Context: an optimization exercise on an open-source flow, tuned for small area, a short achievable clock period and few clock cycles per item. The choices shown serve that exercise and are no tape-out recipe. In this exercise RTL edits were held to simulation tests only and were not proved equivalent to the original. No activity file was given, so power comes from the tool's default toggle rates.

## run.sh

```bash
#!/bin/bash
# synth_recipe.tcl (not shown) runs the flow's synth.tcl, then flattens the netlist and writes it again
# the make line also repeats each setting of config.mk as NAME=value (left out here)
make -C /OpenROAD-flow-scripts/flow DESIGN_CONFIG=/design/flow/config.mk WORK_HOME=/design/flow/orfs CLKGATE_MAP_FILE= SYNTH_SCRIPT=/design/flow/synth_recipe.tcl finish
```

## constraint.sdc

```tcl
create_clock -name core_clock -period 4.5 [get_ports {clk}]
set_input_delay 0.9000 -clock core_clock [delete_from_list [all_inputs] [get_ports {clk}]]
set_output_delay 0.9000 -clock core_clock [all_outputs]
set_load 0.01 [all_outputs]
```

## design.v

```verilog
`default_nettype none
package fdf_pkg;
	localparam int SEEN_DEPTH_DEF = 64;
	localparam int SEQ_BITS_DEF   = 16;
	localparam int ID_W    = 6;
	localparam int MASK_W  = 64;
	localparam int SEQ_W   = 16;
	localparam int DATA_W  = 32;
	localparam int CFG_IDX_W  = 2;
	localparam int CFG_DATA_W = 64;
	localparam logic [CFG_IDX_W-1:0] CFG_NODE_ID       = 2'd0;
	localparam logic [CFG_IDX_W-1:0] CFG_NEIGHBOR_MASK = 2'd1;
	typedef enum logic [1:0] {
		VERDICT_FORWARD      = 2'd0,
		VERDICT_NOT_NEIGHBOR = 2'd1,
		VERDICT_DUPLICATE    = 2'd2
	} fdf_verdict_t;
	typedef struct packed {
		logic [ID_W-1:0]   sender_id;
		logic [SEQ_W-1:0]  seq_in;
		logic [DATA_W-1:0] payload_in;
	} fdf_in_t;
	typedef struct packed {
		logic [1:0]        verdict;
		logic [ID_W-1:0]   fwd_id;
		logic [SEQ_W-1:0]  fwd_seq;
		logic [DATA_W-1:0] fwd_data;
	} fdf_out_t;
	typedef enum logic [1:0] {
		ST_IDLE,
		ST_CHECK,
		ST_SCAN,
		ST_DRAIN
	} fdf_state_t;
	typedef struct packed {
		logic         capture;
		logic         scan_clear;
		logic         scan_read;
		logic         record;
		logic         emit;
		fdf_verdict_t verdict;
	} fdf_cmd_t;
	typedef struct packed {
		logic neighbor;
		logic store_empty;
		logic scan_last;
		logic hit_now;
	} fdf_status_t;
endpackage
`default_nettype wire
`default_nettype none
module fdf_ctrl (
	input  wire logic                  clk,
	input  wire logic                  arst_n,
	input  wire logic                  start,
	input  wire fdf_pkg::fdf_status_t  status,
	output logic                       busy,
	output fdf_pkg::fdf_cmd_t          cmd
);
	fdf_pkg::fdf_state_t state_q;
	fdf_pkg::fdf_state_t state_next;
	always_ff @(posedge clk or negedge arst_n) begin
		if (!arst_n) begin
			state_q <= fdf_pkg::ST_IDLE;
		end else begin
			state_q <= state_next;
		end
	end
	always_comb begin
		state_next = state_q;
		cmd        = '0;
		cmd.verdict = fdf_pkg::VERDICT_FORWARD;
		busy       = 1'b1;
		unique case (state_q)
			fdf_pkg::ST_IDLE: begin
				busy = 1'b0;
				if (start) begin
					cmd.capture = 1'b1;
					state_next  = fdf_pkg::ST_CHECK;
				end
			end
			fdf_pkg::ST_CHECK: begin
				cmd.scan_clear = 1'b1;
				priority if (!status.neighbor) begin
					cmd.emit    = 1'b1;
					cmd.verdict = fdf_pkg::VERDICT_NOT_NEIGHBOR;
					state_next  = fdf_pkg::ST_IDLE;
				end else if (status.store_empty) begin
					cmd.record = 1'b1;
					cmd.emit   = 1'b1;
					state_next = fdf_pkg::ST_IDLE;
				end else begin
					state_next = fdf_pkg::ST_SCAN;
				end
			end
			fdf_pkg::ST_SCAN: begin
				cmd.scan_read = 1'b1;
				if (status.scan_last) begin
					state_next = fdf_pkg::ST_DRAIN;
				end
			end
			fdf_pkg::ST_DRAIN: begin
				cmd.emit   = 1'b1;
				state_next = fdf_pkg::ST_IDLE;
				if (status.hit_now) begin
					cmd.verdict = fdf_pkg::VERDICT_DUPLICATE;
				end else begin
					cmd.record = 1'b1;
				end
			end
		endcase
	end
endmodule
`default_nettype wire
`default_nettype none
module fdf_datapath #(
	parameter int SEEN_DEPTH = fdf_pkg::SEEN_DEPTH_DEF,
	parameter int SEQ_BITS   = fdf_pkg::SEQ_BITS_DEF
) (
	input  wire logic                              clk,
	input  wire logic                              arst_n,
	input  wire logic                              cfg_we,
	input  wire logic [fdf_pkg::CFG_IDX_W-1:0]     cfg_index,
	input  wire logic [fdf_pkg::CFG_DATA_W-1:0]    cfg_wdata,
	input  wire fdf_pkg::fdf_in_t                  item,
	input  wire fdf_pkg::fdf_cmd_t                 cmd,
	output fdf_pkg::fdf_status_t                   status,
	output logic                                   result_valid,
	output fdf_pkg::fdf_out_t                      result
);
	localparam int AW = (SEEN_DEPTH > 1) ? $clog2(SEEN_DEPTH) : 1;
	localparam int CW = $clog2(SEEN_DEPTH + 1);
	logic [fdf_pkg::ID_W-1:0]   node_id_q;
	logic [fdf_pkg::MASK_W-1:0] neighbor_q;
	fdf_pkg::fdf_in_t           item_q;
	logic [SEQ_BITS-1:0] seen_mem [SEEN_DEPTH];
	logic [SEQ_BITS-1:0] rd_data_s1;
	logic                rd_valid_s1;
	logic [CW-1:0]       fill_q;
	logic [AW-1:0]       slot_q;
	logic [CW-1:0]       idx_q;
	logic                hit_q;
	logic [SEQ_BITS-1:0] own_seq_q;
	logic [SEQ_BITS-1:0] own_seq_next;
	logic [SEQ_BITS+15:0] seq_wide;
	logic [SEQ_BITS-1:0]  seq_cut;
	logic [SEQ_BITS+15:0] own_wide;
	logic                 match;
	logic                 fwd;
	fdf_pkg::fdf_out_t result_q;
	logic              result_valid_q;
	assign seq_wide     = {{SEQ_BITS{1'b0}}, item_q.seq_in};
	assign seq_cut      = seq_wide[SEQ_BITS-1:0];
	assign own_seq_next = own_seq_q + SEQ_BITS'(1);
	assign own_wide     = {16'd0, own_seq_next};
	assign match        = rd_valid_s1 && (rd_data_s1 == seq_cut);
	assign fwd          = (cmd.verdict == fdf_pkg::VERDICT_FORWARD);
	assign status.neighbor    = neighbor_q[item_q.sender_id];
	assign status.store_empty = (fill_q == '0);
	assign status.scan_last   = ((idx_q + CW'(1)) == fill_q);
	assign status.hit_now     = hit_q | match;
	always_ff @(posedge clk or negedge arst_n) begin
		if (!arst_n) begin
			node_id_q  <= '0;
			neighbor_q <= '0;
		end else if (cfg_we) begin
			unique case (cfg_index)
				fdf_pkg::CFG_NODE_ID:       node_id_q  <= cfg_wdata[fdf_pkg::ID_W-1:0];
				fdf_pkg::CFG_NEIGHBOR_MASK: neighbor_q <= cfg_wdata;
				default: ;
			endcase
		end
	end
	always_ff @(posedge clk) begin
		if (cmd.capture) begin
			item_q <= item;
		end
	end
	always_ff @(posedge clk) begin
		if (cmd.record) begin
			seen_mem[slot_q] <= seq_cut;
		end
		rd_data_s1 <= seen_mem[idx_q[AW-1:0]];
	end
	always_ff @(posedge clk or negedge arst_n) begin
		if (!arst_n) begin
			fill_q      <= '0;
			slot_q      <= '0;
			idx_q       <= '0;
			hit_q       <= 1'b0;
			rd_valid_s1 <= 1'b0;
			own_seq_q   <= '0;
		end else begin
			rd_valid_s1 <= cmd.scan_read;
			if (cmd.scan_clear) begin
				idx_q <= '0;
				hit_q <= 1'b0;
			end else begin
				if (cmd.scan_read) begin
					idx_q <= idx_q + CW'(1);
				end
				hit_q <= hit_q | match;
			end
			if (cmd.record) begin
				slot_q    <= (slot_q == AW'(SEEN_DEPTH - 1)) ? '0 : slot_q + AW'(1);
				own_seq_q <= own_seq_next;
				if (fill_q != CW'(SEEN_DEPTH)) begin
					fill_q <= fill_q + CW'(1);
				end
			end
		end
	end
	always_ff @(posedge clk or negedge arst_n) begin
		if (!arst_n) begin
			result_valid_q <= 1'b0;
		end else begin
			result_valid_q <= cmd.emit;
		end
	end
	always_ff @(posedge clk) begin
		if (cmd.emit) begin
			result_q.verdict  <= cmd.verdict;
			result_q.fwd_id   <= node_id_q;
			result_q.fwd_seq  <= fwd ? own_wide[15:0] : '0;
			result_q.fwd_data <= fwd ? item_q.payload_in : '0;
		end
	end
	assign result_valid = result_valid_q;
	assign result       = result_q;
endmodule
`default_nettype wire
`default_nettype none
module flood_duplicate_filter_core #(
	parameter int SEEN_DEPTH = fdf_pkg::SEEN_DEPTH_DEF,
	parameter int SEQ_BITS   = fdf_pkg::SEQ_BITS_DEF
) (
	input  wire logic                              clk,
	input  wire logic                              arst_n,
	input  wire logic                              cfg_we,
	input  wire logic [fdf_pkg::CFG_IDX_W-1:0]     cfg_index,
	input  wire logic [fdf_pkg::CFG_DATA_W-1:0]    cfg_wdata,
	input  wire logic                              start,
	input  wire logic [53:0]                       item,
	output logic                                   busy,
	output logic                                   result_valid,
	output logic [55:0]                            result
);
	fdf_pkg::fdf_in_t  item_s;
	fdf_pkg::fdf_out_t result_s;
	assign item_s = item;
	assign result = result_s;
	fdf_pkg::fdf_cmd_t    cmd;
	fdf_pkg::fdf_status_t status;
	fdf_ctrl u_ctrl (
		.clk    (clk),
		.arst_n (arst_n),
		.start  (start),
		.status (status),
		.busy   (busy),
		.cmd    (cmd)
	);
	fdf_datapath #(
		.SEEN_DEPTH (SEEN_DEPTH),
		.SEQ_BITS   (SEQ_BITS)
	) u_datapath (
		.clk          (clk),
		.arst_n       (arst_n),
		.cfg_we       (cfg_we),
		.cfg_index    (cfg_index),
		.cfg_wdata    (cfg_wdata),
		.item         (item_s),
		.cmd          (cmd),
		.status       (status),
		.result_valid (result_valid),
		.result       (result_s)
	);
endmodule
`default_nettype wire
```

## config.mk

```make
export PLATFORM = sky130hd
export DESIGN_NAME = flood_duplicate_filter_core
export DESIGN_NICKNAME = flood_duplicate_filter_core
export VERILOG_FILES = /design/flow/design.v
export SDC_FILE = /design/flow/constraint.sdc
export NUM_CORES = 4
export LEC_CHECK = 0
export CAP_MARGIN = 20
export CORE_MARGIN = 2
export CORE_UTILIZATION = 40
export PLACE_DENSITY = 0.6
export SLEW_MARGIN = 20
```

==> metrics.sh <==
SHARE_OF_POWER_BURNED_IN_COMBINATIONAL_LOGIC_PCT=26.0
CLOCK_TREE.BUFFER_DEPTH=3
SHARE_OF_TOTAL_POWER_IN_SEQUENTIAL_CELLS_PCT=43.2
SYNTH.TOP_CELL.AREA_SHARE_PCT=70.0
CLOCK-ROOT-BUFFER='sky130_fd_sc_hd__clkbuf_16'
WORSTSKEWPAIRLATENCY_NS=0.76
TIMING.FMAX_GHz=0.256
YS_TYPES=55
DESIGN.DIE.AREA_SQ_UM=124000
NUMBER_OF_SYNTHESIZED_FLOPS_WITH_AN_ENABLE_PIN=1134
INITIAL_CORE_UTIL_PCT=40.4
CRITICAL_PATH_REQUIRED_NS=4.97
MULTI_INPUT_AREA_SQ_UM=11000
SYN_TO_FINAL_GROWTH_PCT=17.5
SEQ_AREA_SQ_UM=37200
PLACEDCELLCOUNT=3961
CRIT_PATH_FREQUENT_CELL='sky130_fd_sc_hd__buf_4'
COUNT_OF_FINAL_HOLD_CHECK_VIOLATIONS=0
TIMING.CRITICAL_PATH.ARRIVAL_NS=4.38
CTS_HTREE_LEVELS=4
CTS.REPAIR.RESIZED=0
CRITICAL_PATH.STARTPOINT_TYPE='flip-flop'
GRT_FIRST_PASS_WIRELENGTH_MICRONS=173000
CRITPATHKIND='flip-flop to flip-flop'
MIN_PATH_TYPE='input port to async pin'
GRT_PASS1_VIAS=23800
SETUP-VIOLATIONS-FINAL=0
DRV.MAX_CAP_VIOLATION_COUNT=0
DRT_ITER0_DRC=2929
MIN_PERIOD_OVER_PERIOD_PCT=87.0
POST_SYNTHESIS_SEQUENTIAL_AREA_RATIO_PCT=76.4
FLOORPLAN.IO_PINS=182
DRIVE_ABOVE_1_SHARE_PCT=29.3
TIMING_WORST_SLEW_PIN_VALUE_NS=1.01
STATUS='finished clean'
SYN-INSTANCE-COUNT=2155
AGGREGATE_GLOBAL_ROUTING_OVERFLOW=0
CRIT_PATH_CELL_TRACE='buf_4 -> mux2i_1 -> a22oi_1 -> a311o_1 -> a32oi_2 -> o2bb2ai_4 -> nand3b_2 -> nor2_1 -> buf_4'
PLACE_CONGESTION=0.832
HOLD_SLACK_NS=0.198
MET3ROUTEDLENGTH_MICRONS=9220
INTPOWER_W=0.0241
ROUTE.MET2.WL_MICRONS=58800
UTILIZATION_PCT=47.5
GRT_MAX_DEGREE=83
ROUTE.DETAILED.DRC=0
ROUTE.FINAL.WIRE_LENGTH_MICRONS=120000
NUMCTSBUFFERS=130
CELL_TYPES_WITH_THE_LARGEST_AREA_SHARE_AFTER_SYNTHESIS='sky130_fd_sc_hd__edfxtp_1 70%, sky130_fd_sc_hd__mux4_2 16%, sky130_fd_sc_hd__dfrtp_1 5.7%'
FP.DIEW_MICRONS=353
SYN-NUM-NETS=2289
PLACEMENT.IO_BUFFERS=181
CORE_AREA_SQ_UM=120000
SYNTH-ASYNC-RESET-RATIO_PCT=8.80
ENDPOINT_CLASS_OF_THE_CRITICAL_PATH='flip-flop'
RSZ0062_AT_GRT='no'
POSTCTSSETUPREPAIRBUFS=0
HIGHEST_LAYER='met5'
TIMING.CRITICAL_PATH.BUF_INV=2
POWER.SWITCHING_W=0.00979
GRT_UTIL_ALL_LAYERS_PCT=19.3
CRITPATHSLOWESTCELL='sky130_fd_sc_hd__nor2_1'
RELSLEWSLACK_PCT=32.8
FINALCLOCKSKEW_NS=0.0285
BIGGEST_AREA_CONSUMER_AMONG_SYNTHESIZED_CELLS='sky130_fd_sc_hd__edfxtp_1'
SYNTH.CELLS.MOST_FREQUENT='1,134 x sky130_fd_sc_hd__edfxtp_1, 350 x sky130_fd_sc_hd__mux4_2, 111 x sky130_fd_sc_hd__dfrtp_1, 82 x sky130_fd_sc_hd__nor2_1, 77 x sky130_fd_sc_hd__mux2_2'
VDD_IR_DROP_MAX_V=0.000382
HPWL_MICRONS=74200
YS.FLOP_TYPE='sky130_fd_sc_hd__edfxtp_1'
MAX_STAGE_DELAY_NS=0.78
STATIC-LEAKAGE-POWER_nW=18.3
FINAL_NET_COUNT=2615
FINALSETUPTNS_NS=0
PATH_CLK_SLEW_NS=0.06
POST-SYNTH-TOP-COUNT-CELL='sky130_fd_sc_hd__edfxtp_1'
FINAL_CELLS=4194
YS_SEQ_ELEMENTS=1261
PERIOD_MINUS_SLACK_NS=3.91
TRITONCTS='yes'
M1WIRELENGTH_MICRONS=48700
FINAL_MAX_SLEW_VIOL_COUNT=0
POST_DRT_WL_PER_CELL_MICRONS=28.6
ROUTE.DETAILED.VIAS_PER_INST=5.55
CRITICAL_PATH.MAX_FANOUT=10
SYN_AVG_CELL_AREA_SQ_UM=22.6
POWER.SHARE.SWITCHING_PCT=28.9
CRITICAL-PATH-TOP-DELAY-FAMILY='simple AND/OR/NAND/NOR gates'
YS_WARN_COUNT=2
ANTENNA_FOUND_INITIAL=6
SYN_AREA_SQ_UM=48700
STD_CELL_ROWS=127
VIA_TOTAL_AFTER_DETAILED_ROUTING=23300
DIEHEIGHT_MICRONS=353
PROPORTION_OF_POWER_DRAWN_BY_THE_CLOCK_NETWORK_PCT=30.8
POWER.DENSITY_nW_PER_UM2=592
POST-LAYOUT-TOTAL-POWER_W=0.0339
ROUTE.ANTENNA.REMAINING_NETS=0
CTS_HOLD_BUF=0
FILLER_CELL_COUNT=9823
CTS_SINKS=1261
LENGTH_OF_THE_FIRST_DETAILED_ROUTING_PASS_IN_ITERATIONS=6
## worst reg2reg max path, stage by stage, from the launching register on
cell and delay, ns:
sky130_fd_sc_hd__edfxtp_1 0.73, sky130_fd_sc_hd__buf_4 0.29, sky130_fd_sc_hd__mux2i_1 0.09, sky130_fd_sc_hd__a22oi_1 0.22, sky130_fd_sc_hd__a311o_1 0.21, sky130_fd_sc_hd__a32oi_2 0.16, sky130_fd_sc_hd__o2bb2ai_4 0.39, sky130_fd_sc_hd__nand3b_2 0.46
sky130_fd_sc_hd__nor2_1 0.79, sky130_fd_sc_hd__buf_4 0.29
## metrics by stage
step / setup slack, ns / area [sq um]
2_1_floorplan: 0.748 / 48700
5_1_grt: 0.254 / 57200
6_report: 0.586 / 57200
3_5_place_dp: 0.507 / 53000
3_3_place_gp: 0.619 / 53000
4_1_cts: 0.531 / 57200
## area by class of cell
type                       count  area share, %
multi-input combinational    771           19.2
clock buffer                 163           6.14
antenna                        2        0.00875
inverter                      13         0.0897
tap                         1612           3.53
clock inverter                68           1.08
sequential                  1261           65.0
timing repair buffer         304           4.94
## registers in the layout, summed over array words and instances, names as in the netlist, named ones only
| register | cells |
|---|---|
| u_datapath.seen_mem | 1024 |
| u_datapath.result_q | 56 |
| u_datapath.rd_valid_s1 | 1 |
| u_datapath.item_q | 54 |
| u_datapath.node_id_q | 6 |
| u_datapath.neighbor_q | 64 |
| u_datapath.hit_q | 1 |
| u_datapath.fill_q | 7 |
| u_ctrl.state_q | 1 |
| u_datapath.own_seq_q | 16 |
| u_datapath.slot_q | 6 |
| u_datapath.rd_data_s1 | 16 |
| u_datapath.idx_q | 7 |
| u_datapath.result_valid_q | 1 |
## final timing paths
check | depth (start not counted) | slack (ns) | to | startpoint
min in group core_clock | 0 | 0.45 | u_datapath.result_q[53]$_DFFE_PP_ | u_datapath.node_id_q[5]$_DFFE_PN0P_
worst max register to register | 9 | 0.59 | u_datapath.seen_mem[40][3]$_DFFE_PP_ | u_datapath.item_q[48]$_DFFE_PP_
worst max-delay path | 9 | 0.59 | u_datapath.seen_mem[40][3]$_DFFE_PP_ | u_datapath.item_q[48]$_DFFE_PP_
worst min-delay path | 1 | 0.20 | u_datapath.neighbor_q[27]$_DFFE_PN0P_ | arst_n
worst min register to register | 0 | 0.45 | u_datapath.result_q[53]$_DFFE_PP_ | u_datapath.node_id_q[5]$_DFFE_PN0P_
max in group asynchronous | 2 | 3.55 | u_datapath.node_id_q[5]$_DFFE_PN0P_ | arst_n
## power groups by stage
stage / Combinational, W / Sequential (W) / Clock (W)
after floorplan: 0.00513 / 0.0149 / 0
after global placement: 0.00878 / 0.0149 / 0
after detailed placement: 0.00891 / 0.0149 / 0
after CTS: 0.00894 / 0.0146 / 0.0107
after global routing: 0.00921 / 0.0147 / 0.0111
final: 0.00880 / 0.0146 / 0.0104
## metal layers
| layer | vias to the layer above | global-route usage [%] |
|---|---|---|
| met5 | - | 0 |
| met4 | 4 | 5.92 |
| met3 | 170 | 4.22 |
| met2 | 1011 | 31.1 |
| met1 | 12500 | 26.5 |
| li1 | 9586 | - |
## logic make-up after synthesis
logic type / synth area share (%)
flops: 76.4
mux: 18.2
simple gates: 2.49
buf+inv: 1.12
xor+xnor: 1.20
compound gates: 0.396
fa+ha+maj: 0.257
## layout by cell type, fill, tap and decap left out, types with 5 or more instances in the layout
master / n
sky130_fd_sc_hd__a21oi_1: 6
sky130_fd_sc_hd__and2_1: 34
sky130_fd_sc_hd__and3_1: 6
sky130_fd_sc_hd__buf_12: 7
sky130_fd_sc_hd__buf_4: 116
sky130_fd_sc_hd__bufinv_16: 8
sky130_fd_sc_hd__clkbuf_1: 24
sky130_fd_sc_hd__clkbuf_16: 134
sky130_fd_sc_hd__clkbuf_8: 5
sky130_fd_sc_hd__clkdlybuf4s50_1: 180
sky130_fd_sc_hd__clkinv_1: 25
sky130_fd_sc_hd__clkinv_2: 13
sky130_fd_sc_hd__clkinvlp_4: 8
sky130_fd_sc_hd__dfrtp_1: 108
sky130_fd_sc_hd__dfxtp_1: 16
sky130_fd_sc_hd__edfxtp_1: 1134
sky130_fd_sc_hd__ha_1: 10
sky130_fd_sc_hd__inv_1: 11
sky130_fd_sc_hd__inv_6: 7
sky130_fd_sc_hd__mux2_2: 77
sky130_fd_sc_hd__mux2i_1: 5
sky130_fd_sc_hd__mux4_2: 350
sky130_fd_sc_hd__nand2_1: 30
sky130_fd_sc_hd__nand2b_1: 6
sky130_fd_sc_hd__nand3_1: 18
sky130_fd_sc_hd__nand3b_1: 6
sky130_fd_sc_hd__nand4_1: 7
sky130_fd_sc_hd__nor2_1: 80
sky130_fd_sc_hd__nor3_1: 17
sky130_fd_sc_hd__nor3b_1: 5
sky130_fd_sc_hd__xnor2_1: 54
sky130_fd_sc_hd__xor2_1: 10
Testbench counts, summed over its fixed seeds: cycles 676,972, packets 12,000.

## static timing again, ports no longer ideal
In the flow no input, the clock included, has a driving cell. The finished layout below was timed again as built, in two steps. Step 1 assumes that a clkbuf_16 drives the clock port and a buf_2 every other input. Step 2 adds t to the input delays and takes it off the output delays; t is the mean of the earliest and latest rising clock arrival at the registers after step 1. Input paths then give back, and output paths get back, about the clock's delay inside the block. Three values: ideal, step 1, step 2; two values: the first two.
t (ns): 0.817
slack for setup (ns): 0.586 / 0.586 / 0.586
latest minus earliest clock arrival (ns): 0.030 / 0.030
worst slew at a driven data input, ns: 0.11
After both steps setup and hold are still met in this run. The setup slack of this run moves by 0.000 ns with the drivers and by 0.000 ns with both steps.
